What follows belongs to an exercise in optimizing a design on an open flow for small area; a production flow would make more cautious choices. Only simulation tests tie the RTL to the original design; equivalence was not proved. No activity file was given, so power comes from the tool's default toggle rates.

==> inputs of job 1350 <==
## rv_core
module rv_core (
  input  logic             clk,
  input  logic             rst,
  input  rv_pkg::insn_t    insn,
  output rv_pkg::addr_t    pc,
  output logic             halt,
  output logic             wb_en,
  output rv_pkg::reg_idx_t wb_rd,
  output rv_pkg::word_t    wb_data
);
  rv_pkg::reg_idx_t rs1;
  rv_pkg::reg_idx_t rs2;
  logic             dec_wr_en;
  logic             is_branch;
  rv_pkg::word_t rs1_data;
  rv_pkg::word_t rs2_data;
  rv_pkg::word_t imm_i;
  logic cmp_eq;
  logic cmp_ltu;
  logic cmp_lts;
  insn_decoder u_decoder (
    .insn      (insn),
    .rs1       (rs1),
    .rs2       (rs2),
    .rd        (wb_rd),
    .wr_en     (dec_wr_en),
    .is_branch (is_branch),
    .halt      (halt)
  );
  assign wb_en = dec_wr_en && !rst;
  reg_file u_reg_file (
    .clk      (clk),
    .rst      (rst),
    .wr_en    (wb_en),
    .wr_idx   (wb_rd),
    .wr_data  (wb_data),
    .rs1      (rs1),
    .rs2      (rs2),
    .rs2_en   (is_branch),
    .rs2_alt  (imm_i),
    .rs1_data (rs1_data),
    .rs2_data (rs2_data)
  );
  assign imm_i = {{20{insn[31]}}, insn[31:20]};
  cmp_tree #(.N(32)) u_cmp (.a(rs1_data), .b(rs2_data), .lt(cmp_ltu), .eq(cmp_eq));
  assign cmp_lts = (rs1_data[31] ^ rs2_data[31]) ? rs1_data[31] : cmp_ltu;
  int_alu u_alu (
    .insn    (insn),
    .operand (rs1_data),
    .ltu     (cmp_ltu),
    .lts     (cmp_lts),
    .result  (wb_data)
  );
  pc_unit u_pc_unit (
    .clk       (clk),
    .rst       (rst),
    .insn      (insn),
  ...
Settings: LEC_CHECK=0, CAP_MARGIN=20, CORE_MARGIN=2, CORE_UTILIZATION=40, SETUP_SLACK_MARGIN=0.2, SLEW_MARGIN=20, SYNTH_HIERARCHICAL=1; clock period 12.0 ns.
run.sh (not shown) runs the stock make flow with config.mk's settings and CLKGATE_MAP_FILE= SYNTH_SCRIPT=/design/flow/synth_recipe.tcl, a recipe that flattens the netlist after the stock synthesis.
==> inputs of job 2378, as changes to job 1350 <==
--- a/flow/design.v
+++ b/flow/design.v
@@ -37,12 +37,24 @@
   localparam alu_op_t ALU_SLL  = 4'd6;
   localparam alu_op_t ALU_SRL  = 4'd7;
   localparam alu_op_t ALU_SRA  = 4'd8;
   localparam alu_op_t ALU_LUI  = 4'd9;
   localparam insn_t ECALL_WORD = 32'h0000_0073;
 endpackage
+module reg_dec_all (
+  input  rv_pkg::reg_idx_t idx,
+  output logic [31:1]      sel
+);
+  always_comb
+  begin
+    for (int i = 1; i < 32; i++)
+    begin
+      sel[i] = (idx == i);
+    end
+  end
+endmodule
 module reg_dec (
   input  rv_pkg::reg_idx_t idx,
   input  logic             en,
   output logic [31:1]      sel
 );
   always_comb
@@ -57,12 +69,40 @@
   input  logic [2:0] sel,
   input  logic [2:0] d,
   output logic       y_n
 );
   assign y_n = ~|(sel & d);
 endmodule
+module reg_nand4 (
+  input  logic [3:0] x,
+  output logic       y
+);
+  assign y = ~&x;
+endmodule
+module reg_nand3 (
+  input  logic [2:0] x,
+  output logic       y
+);
+  assign y = ~&x;
+endmodule
+module reg_or3 (
+  input  logic [2:0] x,
+  output logic       y
+);
+  assign y = |x;
+endmodule
+module reg_or11_n (
+  input  logic [10:0] x_n,
+  output logic        y
+);
+  logic [2:0] part;
+  reg_nand4 u_p0 (.x(x_n[3:0]),  .y(part[0]));
+  reg_nand4 u_p1 (.x(x_n[7:4]),  .y(part[1]));
+  reg_nand3 u_p2 (.x(x_n[10:8]), .y(part[2]));
+  reg_or3   u_y  (.x(part),      .y(y));
+endmodule
 module reg_rd_bit (
   input  logic [31:1] sel,
   input  logic [31:1] d,
   output logic        y
 );
   logic [10:0] grp_n;
@@ -71,13 +111,13 @@
     for (g = 0; g < 10; g++)
     begin : g_grp
       reg_aoi3 u_aoi (.sel(sel[3*g+3:3*g+1]), .d(d[3*g+3:3*g+1]), .y_n(grp_n[g]));
     end
   endgenerate
   assign grp_n[10] = ~(sel[31] & d[31]);
-  assign y = ~&grp_n;
+  reg_or11_n u_or (.x_n(grp_n), .y(y));
 endmodule
 module reg_rd_bit_alt (
   input  logic [32:1] sel,
   input  logic [32:1] d,
   output logic        y
 );
@@ -87,13 +127,13 @@
     for (g = 0; g < 10; g++)
     begin : g_grp
       reg_aoi3 u_aoi (.sel(sel[3*g+3:3*g+1]), .d(d[3*g+3:3*g+1]), .y_n(grp_n[g]));
     end
   endgenerate
   assign grp_n[10] = ~((sel[31] & d[31]) | (sel[32] & d[32]));
-  assign y = ~&grp_n;
+  reg_or11_n u_or (.x_n(grp_n), .y(y));
 endmodule
 module reg_file (
   input  logic             clk,
   input  logic             rst,
   input  logic             wr_en,
   input  rv_pkg::reg_idx_t wr_idx,
@@ -109,13 +149,13 @@
   logic [31:1] wr_sel;
   logic [31:1] sel1;
   logic [31:1] sel2;
   rv_pkg::word_t wr_word;
   assign wr_word = rst ? '0 : wr_data;
   reg_dec u_wr_dec  (.idx(wr_idx), .en(wr_en), .sel(wr_sel));
-  reg_dec u_rs1_dec (.idx(rs1),    .en(1'b1),  .sel(sel1));
+  reg_dec_all u_rs1_dec (.idx(rs1), .sel(sel1));
   reg_dec u_rs2_dec (.idx(rs2),    .en(rs2_en), .sel(sel2));
   genvar i;
   genvar b;
   generate
     for (i = 1; i < 32; i++)
     begin : g_reg
@@ -317,27 +357,107 @@
       end
     end
     c  = {gg[N-2:0], 1'b0};
     co = gg[N-1];
   end
 endmodule
-module alu_bit (
+module gate_o21ai (
+  input  logic a1,
+  input  logic a2,
+  input  logic b1,
+  output logic y
+);
+  assign y = ~((a1 | a2) & b1);
+endmodule
+module gate_a21o (
+  input  logic a1,
+  input  logic a2,
+  input  logic b1,
+  output logic x
+);
+  assign x = (a1 & a2) | b1;
+endmodule
+module gate_mux2i (
+  input  logic a0,
+  input  logic a1,
+  input  logic s,
+  output logic y
+);
+  assign y = ~(s ? a1 : a0);
+endmodule
+module gate_a222oi (
+  input  logic a1,
+  input  logic a2,
+  input  logic b1,
+  input  logic b2,
+  input  logic c1,
+  input  logic c2,
+  output logic y
+);
+  assign y = ~((a1 & a2) | (b1 & b2) | (c1 & c2));
+endmodule
+module gate_a221oi (
+  input  logic a1,
+  input  logic a2,
+  input  logic b1,
+  input  logic b2,
+  input  logic c1,
+  output logic y
+);
+  assign y = ~((a1 & a2) | (b1 & b2) | c1);
+endmodule
+module gate_a22oi (
+  input  logic a1,
+  input  logic a2,
+  input  logic b1,
+  input  logic b2,
+  output logic y
+);
+  assign y = ~((a1 & a2) | (b1 & b2));
+endmodule
+module alu_bit_hi (
   input  logic a,
-  input  logic t,
+  input  logic t_n,
   input  logic k1,
-  input  logic k0,
+  input  logic k0_n,
   input  logic add,
+  input  logic add_n,
   input  logic sh_n,
-  input  logic up,
-  input  logic sel_sh,
+  input  logic up_n,
   input  logic sel_up,
+  input  logic sel_sh,
+  input  logic sel_op,
+  output logic y
+);
+  logic j1;
+  logic j0;
+  logic op_n;
+  gate_a21o   u_j1 (.a1(add), .a2(t_n), .b1(k1), .x(j1));
+  gate_o21ai  u_j0 (.a1(add_n), .a2(t_n), .b1(k0_n), .y(j0));
+  gate_mux2i  u_op (.a0(j0), .a1(j1), .s(a), .y(op_n));
+  gate_a222oi u_y  (.a1(sel_up), .a2(up_n), .b1(sel_sh), .b2(sh_n), .c1(sel_op), .c2(op_n), .y(y));
+endmodule
+module alu_bit_lo (
+  input  logic a,
+  input  logic t_n,
+  input  logic k1,
+  input  logic k0_n,
+  input  logic add,
+  input  logic add_n,
+  input  logic sh_n,
+  input  logic sel_sh,
+  input  logic sel_op,
   output logic y
 );
-  logic other;
-  assign other = add ? (a ^ t) : (a ? k1 : k0);
-  assign y     = sel_up ? up : (sel_sh ? ~sh_n : other);
+  logic j1;
+  logic j0;
+  logic op_n;
+  gate_a21o   u_j1 (.a1(add), .a2(t_n), .b1(k1), .x(j1));
+  gate_o21ai  u_j0 (.a1(add_n), .a2(t_n), .b1(k0_n), .y(j0));
+  gate_mux2i  u_op (.a0(j0), .a1(j1), .s(a), .y(op_n));
+  gate_a22oi  u_y  (.a1(sel_sh), .a2(sh_n), .b1(sel_op), .b2(op_n), .y(y));
 endmodule
 module alu_shift_stage #(
   parameter int S   = 1,
   parameter bit INV = 1'b0
 ) (
   input  rv_pkg::word_t x,
@@ -377,13 +497,13 @@
   logic [11:0] c_lo;
   logic        c12;
   logic        inc;
   logic        dec;
   logic [19:0] ones_below;
   logic [19:0] zeros_below;
-  rv_pkg::word_t t;
+  rv_pkg::word_t t_n;
   add_carry #(.N(12)) u_add (.a(a[11:0]), .b(imm), .c(c_lo), .co(c12));
   assign inc = c12 & ~s;
   assign dec = ~c12 & s;
   always_comb
   begin
     ones_below[0]  = 1'b1;
@@ -392,16 +512,16 @@
     begin
       ones_below[k]  = ones_below[k-1] & a[12+k-1];
       zeros_below[k] = zeros_below[k-1] & ~a[12+k-1];
     end
     for (int k = 0; k < 20; k++)
     begin
-      t[12+k] = (inc & ones_below[k]) | (dec & zeros_below[k]);
+      t_n[12+k] = ~((inc & ones_below[k]) | (dec & zeros_below[k]));
     end
   end
-  assign t[11:0] = imm ^ c_lo;
+  assign t_n[11:0] = ~(imm ^ c_lo);
   logic [4:0]    shamt;
   logic          sh_left;
   logic          sh_fill;
   rv_pkg::word_t st0_n;
   rv_pkg::word_t st1;
   rv_pkg::word_t st2_n;
@@ -420,48 +540,67 @@
   logic          op_sh;
   logic          op_slt;
   logic          op_xor;
   logic          op_or;
   logic          op_and;
   rv_pkg::word_t k1;
-  rv_pkg::word_t k0;
+  rv_pkg::word_t k0_n;
   logic          lt;
   logic          is_opimm;
+  logic          sel_op;
   assign is_lui   = (insn[6:0] == rv_pkg::OP_LUI);
   assign is_opimm = (insn[6:0] == rv_pkg::OP_REG_IMM);
-  assign op_add   = ~is_opimm | (funct3 == 3'b000);
+  assign op_add   = ~is_opimm & ~is_lui | is_opimm & (funct3 == 3'b000);
   assign op_sh    = is_opimm & (funct3[1:0] == 2'b01);
   assign op_slt   = is_opimm & (funct3[2:1] == 2'b01);
   assign op_xor   = is_opimm & (funct3 == 3'b100);
   assign op_or    = is_opimm & (funct3 == 3'b110);
   assign op_and   = is_opimm & (funct3 == 3'b111);
-  assign lt     = funct3[0] ? ltu : lts;
+  assign sel_op   = ~is_lui & ~op_sh;
+  assign lt       = funct3[0] ? ltu : lts;
   always_comb
   begin
     for (int b = 0; b < 32; b++)
     begin
-      k1[b] = (op_xor & ~imm_x[b]) | op_or | (op_and & imm_x[b]);
-      k0[b] = (op_xor | op_or) & imm_x[b];
+      k1[b]   = (op_xor & ~imm_x[b]) | op_or | (op_and & imm_x[b]);
+      k0_n[b] = ~((op_xor | op_or) & imm_x[b]);
     end
-    k1[0] = k1[0] | (op_slt & lt);
-    k0[0] = k0[0] | (op_slt & lt);
+    k1[0]   = k1[0] | (op_slt & lt);
+    k0_n[0] = k0_n[0] & ~(op_slt & lt);
   end
   genvar b;
   generate
-    for (b = 0; b < 32; b++)
-    begin : g_bit
-      alu_bit u_bit (
+    for (b = 0; b < 12; b++)
+    begin : g_lo
+      alu_bit_lo u_bit (
+        .a      (a[b]),
+        .t_n    (t_n[b]),
+        .k1     (k1[b]),
+        .k0_n   (k0_n[b]),
+        .add    (op_add),
+        .add_n  (~op_add),
+        .sh_n   (st4_n[b]),
+        .sel_sh (op_sh),
+        .sel_op (~op_sh),
+        .y      (result[b])
+      );
+    end
+    for (b = 12; b < 32; b++)
+    begin : g_hi
+      alu_bit_hi u_bit (
         .a      (a[b]),
-        .t      (t[b]),
+        .t_n    (t_n[b]),
         .k1     (k1[b]),
-        .k0     (k0[b]),
+        .k0_n   (k0_n[b]),
         .add    (op_add),
+        .add_n  (~op_add),
         .sh_n   (st4_n[b]),
-        .up     ((b >= 12) ? insn[b] : 1'b0),
-        .sel_sh (op_sh & ~is_lui),
+        .up_n   (~insn[b]),
         .sel_up (is_lui),
+        .sel_sh (op_sh),
+        .sel_op (sel_op),
         .y      (result[b])
       );
     end
   endgenerate
 endmodule
 module pc_unit (
==> flow/flow/run.sh (new file) <==
#!/bin/bash
# The standard layout with: a clock tree of fewer sink clusters and no dummy
# loads; plain buffers on the ports; global routing that keeps met1 lighter.
set -euo pipefail
export CTS_ARGS="-sink_clustering_enable -repair_clock_nets -dont_use_dummy_load -sink_clustering_size 20 -sink_clustering_max_diameter 60 -buf_list {sky130_fd_sc_hd__clkbuf_8}"
export BUFFER_PORTS_ARGS="-buffer_cell sky130_fd_sc_hd__buf_2"
export FASTROUTE_TCL="$PWD/flow/fastroute.tcl"
bash standard.sh > standard.log 2>&1
==> flow/flow/fastroute.tcl (new file) <==
# Global routing with less of the lowest two layers handed out, so that
# more of the wiring goes to met3 and met4 and met1 stays free for pin access.
set_global_routing_layer_adjustment $::env(MIN_ROUTING_LAYER)-$::env(MAX_ROUTING_LAYER) 0.2
set_global_routing_layer_adjustment met1 0.5
set_global_routing_layer_adjustment met2 0.35

set_routing_layers -clock $::env(MIN_CLK_ROUTING_LAYER)-$::env(MAX_ROUTING_LAYER)
set_routing_layers -signal $::env(MIN_ROUTING_LAYER)-$::env(MAX_ROUTING_LAYER)
==> flow/standard.sh (new file) <==
#!/bin/bash
# synth_recipe.tcl (not shown) runs the flow's synth.tcl, then flattens the netlist and writes it again
# the make line also repeats each setting of config.mk as NAME=value (left out here)
make -C /OpenROAD-flow-scripts/flow DESIGN_CONFIG=/design/flow/config.mk WORK_HOME=/design/flow/orfs CLKGATE_MAP_FILE= SYNTH_SCRIPT=/design/flow/synth_recipe.tcl "${@:-finish}"
==> flow/config.mk (replaced) <==
export PLATFORM = sky130hd
export DESIGN_NAME = rv_core
export DESIGN_NICKNAME = rv_core
export VERILOG_FILES = /design/flow/design.v
export SDC_FILE = /design/flow/constraint.sdc
export NUM_CORES = 4
export LEC_CHECK = 0
export CAP_MARGIN = 5
export CELL_PAD_IN_SITES_DETAIL_PLACEMENT = 1
export CELL_PAD_IN_SITES_GLOBAL_PLACEMENT = 1
export CORE_MARGIN = 2
export CORE_UTILIZATION = 40
export PLACE_DENSITY = 0.45
export SETUP_SLACK_MARGIN = 0.05
export SLEW_MARGIN = 5
export SYNTH_HIERARCHICAL = 1
removed: flow/run.sh
==> inputs of job 6195, as changes to job 1350 <==
--- a/flow/design.v
+++ b/flow/design.v
@@ -37,12 +37,24 @@
   localparam alu_op_t ALU_SLL  = 4'd6;
   localparam alu_op_t ALU_SRL  = 4'd7;
   localparam alu_op_t ALU_SRA  = 4'd8;
   localparam alu_op_t ALU_LUI  = 4'd9;
   localparam insn_t ECALL_WORD = 32'h0000_0073;
 endpackage
+module reg_dec_all (
+  input  rv_pkg::reg_idx_t idx,
+  output logic [31:1]      sel
+);
+  always_comb
+  begin
+    for (int i = 1; i < 32; i++)
+    begin
+      sel[i] = (idx == i);
+    end
+  end
+endmodule
 module reg_dec (
   input  rv_pkg::reg_idx_t idx,
   input  logic             en,
   output logic [31:1]      sel
 );
   always_comb
@@ -57,12 +69,40 @@
   input  logic [2:0] sel,
   input  logic [2:0] d,
   output logic       y_n
 );
   assign y_n = ~|(sel & d);
 endmodule
+module reg_nand4 (
+  input  logic [3:0] x,
+  output logic       y
+);
+  assign y = ~&x;
+endmodule
+module reg_nand3 (
+  input  logic [2:0] x,
+  output logic       y
+);
+  assign y = ~&x;
+endmodule
+module reg_or3 (
+  input  logic [2:0] x,
+  output logic       y
+);
+  assign y = |x;
+endmodule
+module reg_or11_n (
+  input  logic [10:0] x_n,
+  output logic        y
+);
+  logic [2:0] part;
+  reg_nand4 u_p0 (.x(x_n[3:0]),  .y(part[0]));
+  reg_nand4 u_p1 (.x(x_n[7:4]),  .y(part[1]));
+  reg_nand3 u_p2 (.x(x_n[10:8]), .y(part[2]));
+  reg_or3   u_y  (.x(part),      .y(y));
+endmodule
 module reg_rd_bit (
   input  logic [31:1] sel,
   input  logic [31:1] d,
   output logic        y
 );
   logic [10:0] grp_n;
@@ -71,13 +111,13 @@
     for (g = 0; g < 10; g++)
     begin : g_grp
       reg_aoi3 u_aoi (.sel(sel[3*g+3:3*g+1]), .d(d[3*g+3:3*g+1]), .y_n(grp_n[g]));
     end
   endgenerate
   assign grp_n[10] = ~(sel[31] & d[31]);
-  assign y = ~&grp_n;
+  reg_or11_n u_or (.x_n(grp_n), .y(y));
 endmodule
 module reg_rd_bit_alt (
   input  logic [32:1] sel,
   input  logic [32:1] d,
   output logic        y
 );
@@ -87,13 +127,13 @@
     for (g = 0; g < 10; g++)
     begin : g_grp
       reg_aoi3 u_aoi (.sel(sel[3*g+3:3*g+1]), .d(d[3*g+3:3*g+1]), .y_n(grp_n[g]));
     end
   endgenerate
   assign grp_n[10] = ~((sel[31] & d[31]) | (sel[32] & d[32]));
-  assign y = ~&grp_n;
+  reg_or11_n u_or (.x_n(grp_n), .y(y));
 endmodule
 module reg_file (
   input  logic             clk,
   input  logic             rst,
   input  logic             wr_en,
   input  rv_pkg::reg_idx_t wr_idx,
@@ -109,13 +149,13 @@
   logic [31:1] wr_sel;
   logic [31:1] sel1;
   logic [31:1] sel2;
   rv_pkg::word_t wr_word;
   assign wr_word = rst ? '0 : wr_data;
   reg_dec u_wr_dec  (.idx(wr_idx), .en(wr_en), .sel(wr_sel));
-  reg_dec u_rs1_dec (.idx(rs1),    .en(1'b1),  .sel(sel1));
+  reg_dec_all u_rs1_dec (.idx(rs1), .sel(sel1));
   reg_dec u_rs2_dec (.idx(rs2),    .en(rs2_en), .sel(sel2));
   genvar i;
   genvar b;
   generate
     for (i = 1; i < 32; i++)
     begin : g_reg
@@ -317,27 +357,107 @@
       end
     end
     c  = {gg[N-2:0], 1'b0};
     co = gg[N-1];
   end
 endmodule
-module alu_bit (
+module gate_o21ai (
+  input  logic a1,
+  input  logic a2,
+  input  logic b1,
+  output logic y
+);
+  assign y = ~((a1 | a2) & b1);
+endmodule
+module gate_a21o (
+  input  logic a1,
+  input  logic a2,
+  input  logic b1,
+  output logic x
+);
+  assign x = (a1 & a2) | b1;
+endmodule
+module gate_mux2i (
+  input  logic a0,
+  input  logic a1,
+  input  logic s,
+  output logic y
+);
+  assign y = ~(s ? a1 : a0);
+endmodule
+module gate_a222oi (
+  input  logic a1,
+  input  logic a2,
+  input  logic b1,
+  input  logic b2,
+  input  logic c1,
+  input  logic c2,
+  output logic y
+);
+  assign y = ~((a1 & a2) | (b1 & b2) | (c1 & c2));
+endmodule
+module gate_a221oi (
+  input  logic a1,
+  input  logic a2,
+  input  logic b1,
+  input  logic b2,
+  input  logic c1,
+  output logic y
+);
+  assign y = ~((a1 & a2) | (b1 & b2) | c1);
+endmodule
+module gate_a22oi (
+  input  logic a1,
+  input  logic a2,
+  input  logic b1,
+  input  logic b2,
+  output logic y
+);
+  assign y = ~((a1 & a2) | (b1 & b2));
+endmodule
+module alu_bit_hi (
   input  logic a,
-  input  logic t,
+  input  logic t_n,
   input  logic k1,
-  input  logic k0,
+  input  logic k0_n,
   input  logic add,
+  input  logic add_n,
   input  logic sh_n,
-  input  logic up,
-  input  logic sel_sh,
+  input  logic up_n,
   input  logic sel_up,
+  input  logic sel_sh,
+  input  logic sel_op,
+  output logic y
+);
+  logic j1;
+  logic j0;
+  logic op_n;
+  gate_a21o   u_j1 (.a1(add), .a2(t_n), .b1(k1), .x(j1));
+  gate_o21ai  u_j0 (.a1(add_n), .a2(t_n), .b1(k0_n), .y(j0));
+  gate_mux2i  u_op (.a0(j0), .a1(j1), .s(a), .y(op_n));
+  gate_a222oi u_y  (.a1(sel_up), .a2(up_n), .b1(sel_sh), .b2(sh_n), .c1(sel_op), .c2(op_n), .y(y));
+endmodule
+module alu_bit_lo (
+  input  logic a,
+  input  logic t_n,
+  input  logic k1,
+  input  logic k0_n,
+  input  logic add,
+  input  logic add_n,
+  input  logic sh_n,
+  input  logic sel_sh,
+  input  logic sel_op,
   output logic y
 );
-  logic other;
-  assign other = add ? (a ^ t) : (a ? k1 : k0);
-  assign y     = sel_up ? up : (sel_sh ? ~sh_n : other);
+  logic j1;
+  logic j0;
+  logic op_n;
+  gate_a21o   u_j1 (.a1(add), .a2(t_n), .b1(k1), .x(j1));
+  gate_o21ai  u_j0 (.a1(add_n), .a2(t_n), .b1(k0_n), .y(j0));
+  gate_mux2i  u_op (.a0(j0), .a1(j1), .s(a), .y(op_n));
+  gate_a22oi  u_y  (.a1(sel_sh), .a2(sh_n), .b1(sel_op), .b2(op_n), .y(y));
 endmodule
 module alu_shift_stage #(
   parameter int S   = 1,
   parameter bit INV = 1'b0
 ) (
   input  rv_pkg::word_t x,
@@ -377,13 +497,13 @@
   logic [11:0] c_lo;
   logic        c12;
   logic        inc;
   logic        dec;
   logic [19:0] ones_below;
   logic [19:0] zeros_below;
-  rv_pkg::word_t t;
+  rv_pkg::word_t t_n;
   add_carry #(.N(12)) u_add (.a(a[11:0]), .b(imm), .c(c_lo), .co(c12));
   assign inc = c12 & ~s;
   assign dec = ~c12 & s;
   always_comb
   begin
     ones_below[0]  = 1'b1;
@@ -392,16 +512,16 @@
     begin
       ones_below[k]  = ones_below[k-1] & a[12+k-1];
       zeros_below[k] = zeros_below[k-1] & ~a[12+k-1];
     end
     for (int k = 0; k < 20; k++)
     begin
-      t[12+k] = (inc & ones_below[k]) | (dec & zeros_below[k]);
+      t_n[12+k] = ~((inc & ones_below[k]) | (dec & zeros_below[k]));
     end
   end
-  assign t[11:0] = imm ^ c_lo;
+  assign t_n[11:0] = ~(imm ^ c_lo);
   logic [4:0]    shamt;
   logic          sh_left;
   logic          sh_fill;
   rv_pkg::word_t st0_n;
   rv_pkg::word_t st1;
   rv_pkg::word_t st2_n;
@@ -420,48 +540,67 @@
   logic          op_sh;
   logic          op_slt;
   logic          op_xor;
   logic          op_or;
   logic          op_and;
   rv_pkg::word_t k1;
-  rv_pkg::word_t k0;
+  rv_pkg::word_t k0_n;
   logic          lt;
   logic          is_opimm;
+  logic          sel_op;
   assign is_lui   = (insn[6:0] == rv_pkg::OP_LUI);
   assign is_opimm = (insn[6:0] == rv_pkg::OP_REG_IMM);
-  assign op_add   = ~is_opimm | (funct3 == 3'b000);
+  assign op_add   = ~is_opimm & ~is_lui | is_opimm & (funct3 == 3'b000);
   assign op_sh    = is_opimm & (funct3[1:0] == 2'b01);
   assign op_slt   = is_opimm & (funct3[2:1] == 2'b01);
   assign op_xor   = is_opimm & (funct3 == 3'b100);
   assign op_or    = is_opimm & (funct3 == 3'b110);
   assign op_and   = is_opimm & (funct3 == 3'b111);
-  assign lt     = funct3[0] ? ltu : lts;
+  assign sel_op   = ~is_lui & ~op_sh;
+  assign lt       = funct3[0] ? ltu : lts;
   always_comb
   begin
     for (int b = 0; b < 32; b++)
     begin
-      k1[b] = (op_xor & ~imm_x[b]) | op_or | (op_and & imm_x[b]);
-      k0[b] = (op_xor | op_or) & imm_x[b];
+      k1[b]   = (op_xor & ~imm_x[b]) | op_or | (op_and & imm_x[b]);
+      k0_n[b] = ~((op_xor | op_or) & imm_x[b]);
     end
-    k1[0] = k1[0] | (op_slt & lt);
-    k0[0] = k0[0] | (op_slt & lt);
+    k1[0]   = k1[0] | (op_slt & lt);
+    k0_n[0] = k0_n[0] & ~(op_slt & lt);
   end
   genvar b;
   generate
-    for (b = 0; b < 32; b++)
-    begin : g_bit
-      alu_bit u_bit (
+    for (b = 0; b < 12; b++)
+    begin : g_lo
+      alu_bit_lo u_bit (
+        .a      (a[b]),
+        .t_n    (t_n[b]),
+        .k1     (k1[b]),
+        .k0_n   (k0_n[b]),
+        .add    (op_add),
+        .add_n  (~op_add),
+        .sh_n   (st4_n[b]),
+        .sel_sh (op_sh),
+        .sel_op (~op_sh),
+        .y      (result[b])
+      );
+    end
+    for (b = 12; b < 32; b++)
+    begin : g_hi
+      alu_bit_hi u_bit (
         .a      (a[b]),
-        .t      (t[b]),
+        .t_n    (t_n[b]),
         .k1     (k1[b]),
-        .k0     (k0[b]),
+        .k0_n   (k0_n[b]),
         .add    (op_add),
+        .add_n  (~op_add),
         .sh_n   (st4_n[b]),
-        .up     ((b >= 12) ? insn[b] : 1'b0),
-        .sel_sh (op_sh & ~is_lui),
+        .up_n   (~insn[b]),
         .sel_up (is_lui),
+        .sel_sh (op_sh),
+        .sel_op (sel_op),
         .y      (result[b])
       );
     end
   endgenerate
 endmodule
 module pc_unit (
==> flow/flow/run.sh (new file) <==
#!/bin/bash
# The standard layout, with a clock tree of fewer, larger sink clusters and
# no dummy loads, and plain buffers on the ports.
set -euo pipefail
export CTS_ARGS="-sink_clustering_enable -repair_clock_nets -dont_use_dummy_load -sink_clustering_size 25 -sink_clustering_max_diameter 60 -buf_list {sky130_fd_sc_hd__clkbuf_8 sky130_fd_sc_hd__clkbuf_16}"
export BUFFER_PORTS_ARGS="-buffer_cell sky130_fd_sc_hd__buf_2"
bash standard.sh > standard.log 2>&1
==> flow/standard.sh (new file) <==
#!/bin/bash
# synth_recipe.tcl (not shown) runs the flow's synth.tcl, then flattens the netlist and writes it again
# the make line also repeats each setting of config.mk as NAME=value (left out here)
make -C /OpenROAD-flow-scripts/flow DESIGN_CONFIG=/design/flow/config.mk WORK_HOME=/design/flow/orfs CLKGATE_MAP_FILE= SYNTH_SCRIPT=/design/flow/synth_recipe.tcl "${@:-finish}"
--- a/flow/config.mk
+++ b/flow/config.mk
@@ -5,9 +5,10 @@
 export SDC_FILE = /design/flow/constraint.sdc
 export NUM_CORES = 4
 export LEC_CHECK = 0
 export CAP_MARGIN = 20
 export CORE_MARGIN = 2
 export CORE_UTILIZATION = 40
+export PLACE_DENSITY = 0.4
 export SETUP_SLACK_MARGIN = 0.2
 export SLEW_MARGIN = 20
 export SYNTH_HIERARCHICAL = 1
removed: flow/run.sh
==> qor summary <==
| quantity | job 6195 | job 2378 | job 1350 |
|---|---|---|---|
| Layout clock buffers | 100 | 102 | 123 |
| Outcome | no timing/DRC/antenna violations | no timing/DRC/antenna violations | no timing/DRC/antenna violations |
| Actual transition at the worst max-transition pin | 1190 ps | 1400 ps | 1240 ps |
| R2r setup slk | 3920 ps | 4130 ps | 4020 ps |
| Count of distinct cell types in the synthesized netlist | 85 | 85 | 82 |
| DIE WIDTH | 346 um | 346 um | 349 um |
| Tap Count | 1524 | 1524 | 1536 |
| Count of filler cells inserted in the layout | 10200 | 11500 | 10100 |
| Routed length on met1 | 78300 um | 74000 um | 73400 um |
| Met2 global-route usage | 50.7% | 61.7% | 45.5% |
| DRC violation total after the first TritonRoute iteration | 9333 | 5810 | 11700 |
| Area fraction in and, or, nand and nor cells after synthesis | 8.69% | 8.69% | 8.84% |
| Pin count of the biggest net entering global routing | 41 | 54 | 65 |
| Proportion of power drawn by flip-flops and latches | 54.0% | 59.6% | 51.6% |
| Multi-input gate area | 0.0160 mm2 | 0.0159 mm2 | 0.0170 mm2 |
| Non-clock buffer share | 3.78% | 3.72% | 7.10% |
| Clock latency of the later-clocked register in the worst-skew pair | 720 ps | 840 ps | 710 ps |
| Total power per unit cell area | 167 mW/mm2 | 155 mW/mm2 | 157 mW/mm2 |
| Adder-cell share of the synthesized area | 1.65% | 1.65% | 1.62% |
| Met3 WL | 23700 um | 26500 um | 33900 um |
| Worst setup path start | insn[3] | insn[16] | insn[20] |
| Met3 global-route usage | 6.51% | 15.9% | 9.46% |
| Number of multi-input logic gates | 1899 | 1899 | 2004 |

re-timing with driven ports:
No port has a modelled driver above. Below, the same layouts with a new extraction and two added sets of constraints.
Step 1, drivers: a clkbuf_16 drives clk and a buf_2 each remaining input, both assumed.
Step 2 moves the port delays by t, midway between the first and last clock arrival at a register: inputs arrive t later, outputs are due t later. That takes back most of the time a late clock gives input paths.
Slacks: ideal / step 1 / step 2; pairs: ideal / step 1.
run	shift t [ns]	slack for setup (ns)	hold slack, ns	worst register clock-pin slew, ns
job 1350	0.768	0.162 / 0.129 / 0.121	0.559 / 0.559 / 0.559	0.07 / 0.07
job 2378	0.842	0.374 / 0.339 / 0.339	0.579 / 0.579 / 0.579	0.12 / 0.12
job 6195	0.746	0.319 / 0.292 / 0.060	0.545 / 0.545 / 0.545	0.09 / 0.09
After both steps setup and hold are still met in every run listed. The setup slack of job 6195, which loses most, moves by -0.027 ns with the drivers and by -0.259 ns with both steps.
